Context: an optimization exercise on an open-source flow, tuned for a short achievable clock period and few clock cycles per item. The choices shown serve that exercise and are no tape-out recipe. Function was checked by simulation only, so behaviour that the tests miss may differ from the original. Power is estimated from default activity; no workload was simulated.

== xenon ==
==> flow/design.v (excerpt) <==
module rs_core (
  input  logic                    clk,
  input  logic                    reset,
  input  logic                    req,
  input  tomasulo_pkg::op_t       op,
  input  tomasulo_pkg::reg_addr_t dst,
  input  tomasulo_pkg::reg_addr_t src1,
  input  tomasulo_pkg::reg_addr_t src2,
  input  logic                    has_imm,
  input  tomasulo_pkg::word_t     imm,
  output logic                    ack,
  input  tomasulo_pkg::reg_addr_t rd_addr,
  output tomasulo_pkg::tag_t      rd_tag,
  output tomasulo_pkg::word_t     rd_data
);
For scale: ~5000 cells after synthesis, about 41000 um2 of cells after synthesis.
Settings: LEC_CHECK=0, ABC_CLOCK_PERIOD_IN_PS=4000, CAP_MARGIN=40, CORE_ASPECT_RATIO=0.5, CORE_MARGIN=2, CORE_UTILIZATION=40, SETUP_SLACK_MARGIN=5, SLEW_MARGIN=40; clock period 10.0 ns.
standard.sh (not shown) runs the stock make flow with config.mk's settings and CLKGATE_MAP_FILE= SYNTH_SCRIPT=/design/flow/synth_recipe.tcl, a recipe that flattens the netlist after the stock synthesis.
==> flow/flow/run.sh <==
#!/bin/bash
# The standard layout with these changes:
#  - after the standard synthesis, the read port (rd_addr -> rd_data, rd_tag)
#    is rebuilt as a decoded AND-OR mux (flow/rdmux.tcl, same function);
#  - the read-port pins are grouped on one edge (flow/pins.tcl);
#  - timing repair aims at 5.4 ns of setup slack instead of 5.
# Each tool's output goes to a log file of its own in this folder.
set -e
export FLOWDIR=$PWD/flow
export RESULTS_DIR=$PWD/orfs/results/$FLOW_PLATFORM/rs_core/base
export LIB_FILE=$FLOW_HOME/platforms/$FLOW_PLATFORM/lib/sky130_fd_sc_hd__tt_025C_1v80.lib
bash standard.sh synth > synth.log 2>&1
openroad -no_init -exit $FLOWDIR/eco.tcl > eco.log 2>&1
export PRE_IO_PLACEMENT_TCL=$FLOWDIR/pins.tcl
bash standard.sh SETUP_SLACK_MARGIN=5.4 finish > standard.log 2>&1
==> flow/flow/rdmux.tcl <==
# Rebuild the read port (rd_data, rd_tag[0]) of the synthesized netlist as a
# one-hot AND-OR mux: rd_addr is decoded by one and3 per register (eight times, each for four of the bits), then
# per bit four a22oi and a nand4. The logic function is unchanged; only the
# gates between rd_addr / the register outputs and the ports are replaced.
set db    [ord::get_db]
set block [ord::get_db_block]

proc master {name} {
  set m [$::db findMaster "sky130_fd_sc_hd__$name"]
  if {$m eq "NULL" || $m eq ""} { error "rdmux: no cell $name" }
  return $m
}
proc net_of_port {name} {
  set bt [$::block findBTerm $name]
  if {$bt eq "NULL" || $bt eq ""} { error "rdmux: no port $name" }
  return [$bt getNet]
}
proc find_net {name} {
  set n [$::block findNet $name]
  if {$n eq "NULL" || $n eq ""} { error "rdmux: no net $name" }
  return $n
}
proc drv_iterm {net} {
  foreach it [$net getITerms] {
    if {[[$it getMTerm] getIoType] eq "OUTPUT"} { return $it }
  }
  return ""
}

set targets {}
for {set b 0} {$b < 32} {incr b} { lappend targets "rd_data\[$b\]" }
lappend targets "rd_tag\[0\]"
set target_nets {}
foreach t $targets { lappend target_nets [net_of_port $t] }

# cone of combinational cells behind the targets
set cone [dict create]
set work $target_nets
set seen [dict create]
while {[llength $work]} {
  set net [lindex $work 0]; set work [lrange $work 1 end]
  set nn [$net getName]
  if {[dict exists $seen $nn]} continue
  dict set seen $nn 1
  set d [drv_iterm $net]
  if {$d eq ""} continue
  set inst [$d getInst]
  if {[[$inst getMaster] isSequential]} continue
  dict set cone [$inst getName] $inst
  foreach it [$inst getITerms] {
    if {[[$it getMTerm] getIoType] eq "INPUT" && [$it getNet] ne "NULL" && [$it getNet] ne ""} {
      lappend work [$it getNet]
    }
  }
}
# keep only cells whose outputs feed nothing but the cone and the targets
set tnames {}
foreach n $target_nets { lappend tnames [$n getName] }
set changed 1
while {$changed} {
  set changed 0
  foreach name [dict keys $cone] {
    set inst [dict get $cone $name]
    set ok 1
    foreach it [$inst getITerms] {
      if {[[$it getMTerm] getIoType] ne "OUTPUT"} continue
      set net [$it getNet]
      if {$net eq "NULL" || $net eq ""} continue
      foreach l [$net getITerms] {
        if {$l eq $it} continue
        if {![dict exists $cone [[$l getInst] getName]]} { set ok 0 }
      }
      foreach bt [$net getBTerms] {
        if {[lsearch -exact $tnames [$net getName]] < 0} { set ok 0 }
      }
    }
    if {!$ok} { dict unset cone $name; set changed 1 }
  }
}
puts "rdmux: removing [dict size $cone] cells"
set dead_nets {}
foreach name [dict keys $cone] {
  set inst [dict get $cone $name]
  foreach it [$inst getITerms] {
    set net [$it getNet]
    if {$net ne "NULL" && $net ne "" && [[$it getMTerm] getIoType] eq "OUTPUT" && [lsearch -exact $tnames [$net getName]] < 0} { lappend dead_nets $net }
  }
  odb::dbInst_destroy $inst
}
foreach net [lsort -unique $dead_nets] {
  if {[llength [$net getITerms]] == 0 && [llength [$net getBTerms]] == 0} { odb::dbNet_destroy $net }
}

set k 0
proc cell {mname conns} {
  global k block
  set inst [odb::dbInst_create $block [master $mname] "rdmux_$k"]
  incr k
  foreach {pin net} $conns {
    set it [$inst findITerm $pin]
    if {$it eq "NULL" || $it eq ""} { error "rdmux: $mname has no pin $pin" }
    $it connect $net
  }
  return $inst
}
proc new_net {} {
  global k block
  set n [odb::dbNet_create $block "rdmux_n$k"]
  incr k
  return $n
}

set a0 [net_of_port "rd_addr\[0\]"]
set a1 [net_of_port "rd_addr\[1\]"]
set a2 [net_of_port "rd_addr\[2\]"]
# both polarities of the address, then one and3 per register and group of four bits
set an0 [new_net]; set an1 [new_net]; set an2 [new_net]
cell inv_8 [list A $a0 Y $an0]
cell inv_8 [list A $a1 Y $an1]
cell inv_8 [list A $a2 Y $an2]
set pol(0,0) $an0; set pol(0,1) $a0
set pol(1,0) $an1; set pol(1,1) $a1
set pol(2,0) $an2; set pol(2,1) $a2
for {set h 0} {$h < 8} {incr h} {
  for {set r 0} {$r < 8} {incr r} {
    set sel($h,$r) [new_net]
    cell and3_4 [list A $pol(0,[expr {$r & 1}]) B $pol(1,[expr {($r >> 1) & 1}]) C $pol(2,[expr {($r >> 2) & 1}]) X $sel($h,$r)]
  }
}

# register outputs, found by the register cells' names
set qnet [dict create]
foreach inst [$block getInsts] {
  set n [string map {"\\" ""} [$inst getName]]
  if {[regexp {^status\.rf\[(\d+)\]\[(\d+)\]\$} $n -> r b]} {
    dict set qnet "rf $r $b" [[$inst findITerm Q] getNet]
  } elseif {[regexp {^status\.pend\[(\d+)\]\$} $n -> r]} {
    dict set qnet "pend $r" [[$inst findITerm Q] getNet]
  }
}
puts "rdmux: [dict size $qnet] register outputs"

for {set b 0} {$b <= 32} {incr b} {
  for {set r 0} {$r < 8} {incr r} {
    if {$b < 32} { set key "rf $r $b" } else { set key "pend $r" }
    if {![dict exists $qnet $key]} { error "rdmux: no register for $key" }
    set dq($r) [dict get $qnet $key]
  }
  set out [lindex $target_nets $b]
  set y {}
  for {set q 0} {$q < 4} {incr q} {
    set n [new_net]
    set r0 [expr {2*$q}]; set r1 [expr {2*$q+1}]
    set h [expr {$b < 32 ? $b / 4 : 7}]
    cell a22oi_1 [list A1 $sel($h,$r0) A2 $dq($r0) B1 $sel($h,$r1) B2 $dq($r1) Y $n]
    lappend y $n
  }
  cell nand4_2 [list A [lindex $y 0] B [lindex $y 1] C [lindex $y 2] D [lindex $y 3] Y $out]
}
puts "rdmux: added [expr {$k}] objects"
Other scripts of this flow, unchanged in this note and not shown: flow/flow/eco.tcl, flow/flow/pins.tcl
xenon went all the way through the flow, and no timing, DRC or antenna check failed.
Testbench counts of xenon, summed over its fixed seeds: cycles 6,480, instrs 3,280.
#### Input delta (willow over xenon)
--- a/flow/flow/rdmux.tcl
+++ b/flow/flow/rdmux.tcl
@@ -1,3 +1,3 @@
 # Rebuild the read port (rd_data, rd_tag[0]) of the synthesized netlist as a
-# one-hot AND-OR mux: rd_addr is decoded by one and3 per register (eight times, each for four of the bits), then
+# one-hot AND-OR mux: rd_addr is decoded by one and3 per register (four times, each for a quarter of the bits, each with inverters of its own), then
 # per bit four a22oi and a nand4. The logic function is unchanged; only the
@@ -115,11 +115,10 @@
 set a2 [net_of_port "rd_addr\[2\]"]
-# both polarities of the address, then one and3 per register and group of four bits
-set an0 [new_net]; set an1 [new_net]; set an2 [new_net]
-cell inv_8 [list A $a0 Y $an0]
-cell inv_8 [list A $a1 Y $an1]
-cell inv_8 [list A $a2 Y $an2]
-set pol(0,0) $an0; set pol(0,1) $a0
-set pol(1,0) $an1; set pol(1,1) $a1
-set pol(2,0) $an2; set pol(2,1) $a2
-for {set h 0} {$h < 8} {incr h} {
+# for each quarter of the bits: its own inverters of the address, then one
+# and3 per register
+for {set h 0} {$h < 4} {incr h} {
+  set pol(0,1) $a0; set pol(1,1) $a1; set pol(2,1) $a2
+  foreach i {0 1 2} a [list $a0 $a1 $a2] {
+    set pol($i,0) [new_net]
+    cell inv_4 [list A $a Y $pol($i,0)]
+  }
   for {set r 0} {$r < 8} {incr r} {
@@ -153,7 +152,7 @@
     set r0 [expr {2*$q}]; set r1 [expr {2*$q+1}]
-    set h [expr {$b < 32 ? $b / 4 : 7}]
-    cell a22oi_1 [list A1 $sel($h,$r0) A2 $dq($r0) B1 $sel($h,$r1) B2 $dq($r1) Y $n]
+    set h [expr {$b < 32 ? $b / 8 : 3}]
+    cell a22oi_2 [list A1 $sel($h,$r0) A2 $dq($r0) B1 $sel($h,$r1) B2 $dq($r1) Y $n]
     lappend y $n
   }
-  cell nand4_2 [list A [lindex $y 0] B [lindex $y 1] C [lindex $y 2] D [lindex $y 3] Y $out]
+  cell nand4_4 [list A [lindex $y 0] B [lindex $y 1] C [lindex $y 2] D [lindex $y 3] Y $out]
 }
--- a/flow/config.mk
+++ b/flow/config.mk
@@ -11,3 +11,3 @@
 export CORE_MARGIN = 2
-export CORE_UTILIZATION = 40
+export CORE_UTILIZATION = 50
 export SETUP_SLACK_MARGIN = 5
==> comparison <==
Relative to xenon, the first-pass GRT wire length measured on willow has decreased by a few percent.
Last element of the critical path = rd_data[3]: xenon; last element of the critical path = rd_data[30]: willow
On met1 capacity usage during global routing: willow sits above xenon.
Where area of the die is concerned, xenon is outperformed by willow.
xenon → willow: fmax rose by about 3%; first-pass iteration count of the detailed router now sits lower; share of the final layout cell area in sequential cells neither gained nor lost much; via-per-instance ratio now larger; final cell count decreased by 3.7% relative to the old numbers.
Final cell area: willow above xenon
### willow -> raven
--- a/flow/config.mk
+++ b/flow/config.mk
@@ -11,3 +11,3 @@
 export CORE_MARGIN = 2
-export CORE_UTILIZATION = 50
+export CORE_UTILIZATION = 40
 export SETUP_SLACK_MARGIN = 5
Findings:
From willow to raven the numbers moved as follows: register-to-register slack roughly the same; total length of routed met3 wires now sits lower; number of global-route vias before repair rose by about 1.4%. Proportion of cell area occupied by multi-input gates: willow vs raven — no meaningful difference. Routed via count divided by cell count of raven falls short of that of willow by a few percent. Delta (raven minus willow): post-route clock skew moved down; last weighted congestion value of the routability-driven placer moved down. raven vs. willow: effective utilization at floorplan decreased by 9.6 points relative to the old numbers, number of combinational gates with multiple inputs barely changed.
Input changes introduced in maple (baseline for comparison: raven):
--- a/flow/flow/run.sh
+++ b/flow/flow/run.sh
@@ -1,7 +1,6 @@
 #!/bin/bash
-# The standard layout with these changes:
+# The standard layout with two changes:
 #  - after the standard synthesis, the read port (rd_addr -> rd_data, rd_tag)
 #    is rebuilt as a decoded AND-OR mux (flow/rdmux.tcl, same function);
-#  - the read-port pins are grouped on one edge (flow/pins.tcl);
-#  - timing repair aims at 5.4 ns of setup slack instead of 5.
+#  - the read-port pins are grouped on one edge (flow/pins.tcl).
 # Each tool's output goes to a log file of its own in this folder.
--- a/flow/flow/rdmux.tcl
+++ b/flow/flow/rdmux.tcl
@@ -1,3 +1,3 @@
 # Rebuild the read port (rd_data, rd_tag[0]) of the synthesized netlist as a
-# one-hot AND-OR mux: rd_addr is decoded by one and3 per register (four times, each for a quarter of the bits, each with inverters of its own), then
+# one-hot AND-OR mux: rd_addr is decoded by one and3 per register (four times, each for a quarter of the bits), then
 # per bit four a22oi and a nand4. The logic function is unchanged; only the
@@ -115,10 +115,11 @@
 set a2 [net_of_port "rd_addr\[2\]"]
-# for each quarter of the bits: its own inverters of the address, then one
-# and3 per register
+# both polarities of the address, then one and3 per register and quarter of the bits
+set an0 [new_net]; set an1 [new_net]; set an2 [new_net]
+cell inv_4 [list A $a0 Y $an0]
+cell inv_4 [list A $a1 Y $an1]
+cell inv_4 [list A $a2 Y $an2]
+set pol(0,0) $an0; set pol(0,1) $a0
+set pol(1,0) $an1; set pol(1,1) $a1
+set pol(2,0) $an2; set pol(2,1) $a2
 for {set h 0} {$h < 4} {incr h} {
-  set pol(0,1) $a0; set pol(1,1) $a1; set pol(2,1) $a2
-  foreach i {0 1 2} a [list $a0 $a1 $a2] {
-    set pol($i,0) [new_net]
-    cell inv_4 [list A $a Y $pol($i,0)]
-  }
   for {set r 0} {$r < 8} {incr r} {
@@ -153,6 +154,6 @@
     set h [expr {$b < 32 ? $b / 8 : 3}]
-    cell a22oi_2 [list A1 $sel($h,$r0) A2 $dq($r0) B1 $sel($h,$r1) B2 $dq($r1) Y $n]
+    cell a22oi_1 [list A1 $sel($h,$r0) A2 $dq($r0) B1 $sel($h,$r1) B2 $dq($r1) Y $n]
     lappend y $n
   }
-  cell nand4_4 [list A [lindex $y 0] B [lindex $y 1] C [lindex $y 2] D [lindex $y 3] Y $out]
+  cell nand4_2 [list A [lindex $y 0] B [lindex $y 1] C [lindex $y 2] D [lindex $y 3] Y $out]
 }
--- a/flow/config.mk
+++ b/flow/config.mk
@@ -8,4 +8,3 @@
 export ABC_CLOCK_PERIOD_IN_PS = 4000
-export CAP_MARGIN = 40
-export CORE_ASPECT_RATIO = 0.5
+export CAP_MARGIN = 20
 export CORE_MARGIN = 2
@@ -13,2 +12,2 @@
 export SETUP_SLACK_MARGIN = 5
-export SLEW_MARGIN = 40
+export SLEW_MARGIN = 20
==> results.txt <==
On maple: routed wire length is about 3.2% lower than what raven gave. Diff raven -> maple: power now sits at about the same level, met3 layer usage reported by global route went down, final area lost 650 um2. Compared with raven, clock power in maple increased by a few percent. On maple: length of the first detailed-routing pass in iterations is 4 higher than what raven gave. Signed area change from the synthesized netlist to the final layout ends up lower on raven. maple finished all stages; the layout is clean. Compared with raven, maple shows a higher cell-internal power.
Here is what was changed in the inputs of juniper compared with maple.
--- a/flow/flow/run.sh
+++ b/flow/flow/run.sh
@@ -1,6 +1,7 @@
 #!/bin/bash
-# The standard layout with two changes:
+# The standard layout with these changes:
 #  - after the standard synthesis, the read port (rd_addr -> rd_data, rd_tag)
 #    is rebuilt as a decoded AND-OR mux (flow/rdmux.tcl, same function);
-#  - the read-port pins are grouped on one edge (flow/pins.tcl).
+#  - the read-port pins are grouped on one edge (flow/pins.tcl);
+#  - timing repair aims at 5.4 ns of setup slack instead of 5.
 # Each tool's output goes to a log file of its own in this folder.
--- a/flow/config.mk
+++ b/flow/config.mk
@@ -8,6 +8,7 @@
 export ABC_CLOCK_PERIOD_IN_PS = 4000
-export CAP_MARGIN = 20
+export CAP_MARGIN = 40
+export CORE_ASPECT_RATIO = 0.5
 export CORE_MARGIN = 2
-export CORE_UTILIZATION = 40
+export CORE_UTILIZATION = 50
 export SETUP_SLACK_MARGIN = 5
-export SLEW_MARGIN = 20
+export SLEW_MARGIN = 40
--- outcome ---
juniper did not stop at any stage, and its layout met the timing, design-rule and antenna checks.
Worst setup slack was lower in maple than in juniper.
Side by side, met1 layer usage reported by global route turned out higher in juniper than in maple.
Cmp juniper vs maple: global-route usage higher in juniper
A leading power group of combinational logic is what juniper shows, while the clock network belongs to maple.
Maximum frequency from static timing analysis ends up higher on juniper.
juniper vs maple on via count: juniper is the higher one.
juniper reports a lower count of non-filler cells in the finished layout than maple does.
The share of final layout cell area taken by clock buffers and inverters of juniper falls short of that of maple by 0.61 points.
juniper vs. maple: post-synthesis to final-layout area growth down 0.24 points; fraction of standard cell area that is sequential flat; final-stage net count up 0.56%.

-- re-timing with driven ports --
No port has a modelled driver above. Below, the same layouts with a new extraction and two added sets of constraints.
Step 1 assumes that a clkbuf_16 drives the clock port and a buf_2 every other input.
Step 2 also shifts input and output timing later by t, the mid clock arrival at the registers, as if the neighbouring blocks saw the same clock.
Slacks: no drivers / after step 1 / after step 2; pairs: no drivers / after step 1.
run | t (ns) | setup slack, ns | worst setup path after step 2
xenon | 0.752 | 4.811 / 4.746 / 4.746 | input to output
willow | 0.732 | 4.963 / 4.688 / 4.688 | input to output
raven | 0.738 | 4.973 / 4.710 / 4.710 | input to output
maple | 0.731 | 4.856 / 4.606 / 4.606 | input to output
juniper | 0.716 | 4.913 / 4.646 / 4.646 | input to output
After both steps every run listed still meets setup and hold. The setup slack of willow, which loses most, moves by -0.275 ns with the drivers and by -0.275 ns with both steps.
